This design comes from an exercise in tuning for small area on the open sky130 flow, not from production work. Only simulation tests tie the RTL to the original design; equivalence was not proved. No activity file was given, so power comes from the tool's default toggle rates.

## ebi_periph_top
module ebi_periph_top #(
  parameter int NUM_UART = 2,
  parameter int NUM_GPIO = 3
) (
  input  logic                                clk,
  input  logic                                rst_i,
  input  logic                                cs_n_i,
  input  logic                                oe_n_i,
  input  logic [3:0]                          we_n_i,
  input  logic                                rd_wr_i,
  input  logic [hub_pkg::ADDR_W-1:0]          ebi_addr_i,
  input  logic [hub_pkg::DATA_W-1:0]          ebi_data_i,
  input  logic [NUM_UART-1:0]                 srx_i,
  input  logic [NUM_GPIO*hub_pkg::DATA_W-1:0] input_pad_i,    
  output logic [hub_pkg::DATA_W-1:0]          ebi_data_o,
  output logic                                ebi_data_oe_o,
  output logic [NUM_UART-1:0]                 stx_o,
  output logic [NUM_UART-1:0]                 uart_int_o,
  output logic [NUM_GPIO*hub_pkg::DATA_W-1:0] output_pad_o    
);
  logic [2:1]        early_bank;
  logic              early_start;
  logic              tg_gpio;
  logic [1:0]        tg_uart;
  logic [2:0]        sub;
  logic [DATA_W-1:0] wr_data, wr_data_q;
  logic [3:0]        byte_en;
  logic              wr_go, rd_go;
  logic [DATA_W-1:0] gpio_word, rd_word;
  logic [DATA_W-1:0] uart_word [NUM_UART];
  ebi_slave ebi_slave_i (
    .clk(clk),
    .rst_i(rst_i),
    .cs_n_i(cs_n_i),
  ...
Size: about 1,500 cells after synthesis, ~300 I/O pins, roughly 0.018 mm^2 of cells after synthesis.
export LEC_CHECK = 0
export CAP_MARGIN = 20
export CORE_MARGIN = 2
export CORE_UTILIZATION = 40
export SLEW_MARGIN = 20
create_clock -name core_clock -period 5.0 [get_ports {clk}]
standard.sh (not shown) runs the stock make flow with config.mk's settings and CLKGATE_MAP_FILE= SYNTH_SCRIPT=/design/flow/synth_recipe.tcl, a recipe that flattens the netlist after the stock synthesis.
==> flow/flow/run.sh <==
#!/bin/bash
# Standard layout, with the smallest buffer cell for the port buffers and a
# clock tree without dummy loads.
set -euo pipefail
export BUFFER_PORTS_ARGS="-buffer_cell sky130_fd_sc_hd__buf_1"
export CTS_ARGS="-sink_clustering_enable -repair_clock_nets -dont_use_dummy_load -buf_list sky130_fd_sc_hd__clkbuf_16 -sink_clustering_size 25 -sink_clustering_max_diameter 50"
bash standard.sh > standard.log 2>&1
Change:
--- a/flow/flow/run.sh
+++ b/flow/flow/run.sh
@@ -6 +6 @@
-export CTS_ARGS="-sink_clustering_enable -repair_clock_nets -dont_use_dummy_load -buf_list sky130_fd_sc_hd__clkbuf_16 -sink_clustering_size 25 -sink_clustering_max_diameter 50"
+export CTS_ARGS="-sink_clustering_enable -repair_clock_nets -dont_use_dummy_load -buf_list sky130_fd_sc_hd__clkbuf_8 -sink_clustering_size 16 -sink_clustering_max_diameter 40"
=> The changed run completed without violations. Maximum frequency is about the same. Global-route usage is about the same. Final area shrinks by about 1.2%. Synthesized area is unchanged. Wire length is about the same. Die area stays the same.

========
Another version of the RTL of ebi_periph_top (not shown whole).
Size in the first run: about 460 flip-flops, about 17,000 µm² of cells after synthesis.
Design ebi_periph_top, start of the top module:
module ebi_periph_top #(
  parameter int NUM_UART = 2,
  parameter int NUM_GPIO = 3
) (
  input  logic                                clk,
  input  logic                                rst_i,
  input  logic                                cs_n_i,
  input  logic                                oe_n_i,
  input  logic [3:0]                          we_n_i,
  input  logic                                rd_wr_i,
  input  logic [hub_pkg::ADDR_W-1:0]          ebi_addr_i,
  input  logic [hub_pkg::DATA_W-1:0]          ebi_data_i,
  input  logic [NUM_UART-1:0]                 srx_i,
  input  logic [NUM_GPIO*hub_pkg::DATA_W-1:0] input_pad_i,    
  output logic [hub_pkg::DATA_W-1:0]          ebi_data_o,
  output logic                                ebi_data_oe_o,
  output logic [NUM_UART-1:0]                 stx_o,
  output logic [NUM_UART-1:0]                 uart_int_o,
  output logic [NUM_GPIO*hub_pkg::DATA_W-1:0] output_pad_o    
);
clock: 5.0 ns
lec_check: 0
cap_margin: 20
core_margin: 2
core_utilization: 40
slew_margin: 20
==> flow/flow/run.sh <==
#!/bin/bash
# The standard layout with three changes:
# - synthesis maps the logic with an area-oriented abc script (flow/area.abc)
#   instead of ORFS's delay-oriented one; everything else in the synthesis,
#   the flip-flop mapping included, is the standard flow's own script (synth_recipe.tcl);
# - the port buffers are the smallest buffer cell;
# - the clock tree uses clkbuf_8 without dummy loads.
set -euo pipefail
here=$(pwd)
{
  echo 'proc abc {args} {'
  echo '  set i [lsearch -exact $args -script]'
  echo "  if {\$i >= 0} { set args [lreplace \$args \$i [expr {\$i + 1}] -script $here/flow/area.abc] }"
  echo '  yosys abc {*}$args'
  echo '}'
  cat "$here/synth_recipe.tcl"
} > "$here/area_synth.tcl"
export BUFFER_PORTS_ARGS="-buffer_cell sky130_fd_sc_hd__buf_1"
export CTS_ARGS="-sink_clustering_enable -repair_clock_nets -dont_use_dummy_load -buf_list sky130_fd_sc_hd__clkbuf_8 -sink_clustering_size 20 -sink_clustering_max_diameter 45"
bash standard.sh SYNTH_SCRIPT="$here/area_synth.tcl" finish > standard.log 2>&1
==> flow/flow/area.abc <==
&get -n
&st
&dch
&nf -R 1000 -p
&st
&dch
&nf -R 1000 -p
&st
&dch
&nf -R 1000 -p
&put
Change:
==> flow/flow/run.sh (replaced) <==
#!/bin/bash
# Standard layout, with the smallest buffer cell for the port buffers and a
# clock tree without dummy loads.
set -euo pipefail
export BUFFER_PORTS_ARGS="-buffer_cell sky130_fd_sc_hd__buf_1"
export CTS_ARGS="-sink_clustering_enable -repair_clock_nets -dont_use_dummy_load -buf_list sky130_fd_sc_hd__clkbuf_8 -sink_clustering_size 20 -sink_clustering_max_diameter 45"
bash standard.sh > standard.log 2>&1
removed: flow/flow/area.abc
Effect: Power is lower by 9.7%. Routed wire length went up by 2.9%. Clock power decreases by about 6%. Core utilization shrinks by 1.4 points. Flip-flop and latch count stays the same. Worst setup slack improved by 180 ps.

==> port drivers added, routing unchanged <==
The flow's constraints put no driver on any port. The routed layouts listed below were extracted and timed again, unchanged, in two steps. Step 1 sets driving cells, clkbuf_16 on the clock port and buf_2 on the other inputs (assumed; they add their load-dependent delay and slew). Step 2 adds t to the input delays and takes it off the output delays; t is the mean of the earliest and latest rising clock arrival at the registers after step 1. Input paths then give back, and output paths get back, about the clock's delay inside the block. a / b / c = ideal / step 1 / step 2; a / b = the first two.
run | t (ns) | slack for setup (ns) | worst setup path at the end
the first run of note 1 | 0.601 | 0.790 / 0.790 / 0.790 | register to register
the second run of note 1 | 0.684 | 0.794 / 0.794 / 0.794 | register to register
the first run of note 2 | 0.653 | 0.668 / 0.668 / 0.668 | register to register
the second run of note 2 | 0.609 | 0.853 / 0.853 / 0.853 | register to register
After both steps every run listed still meets setup and hold.
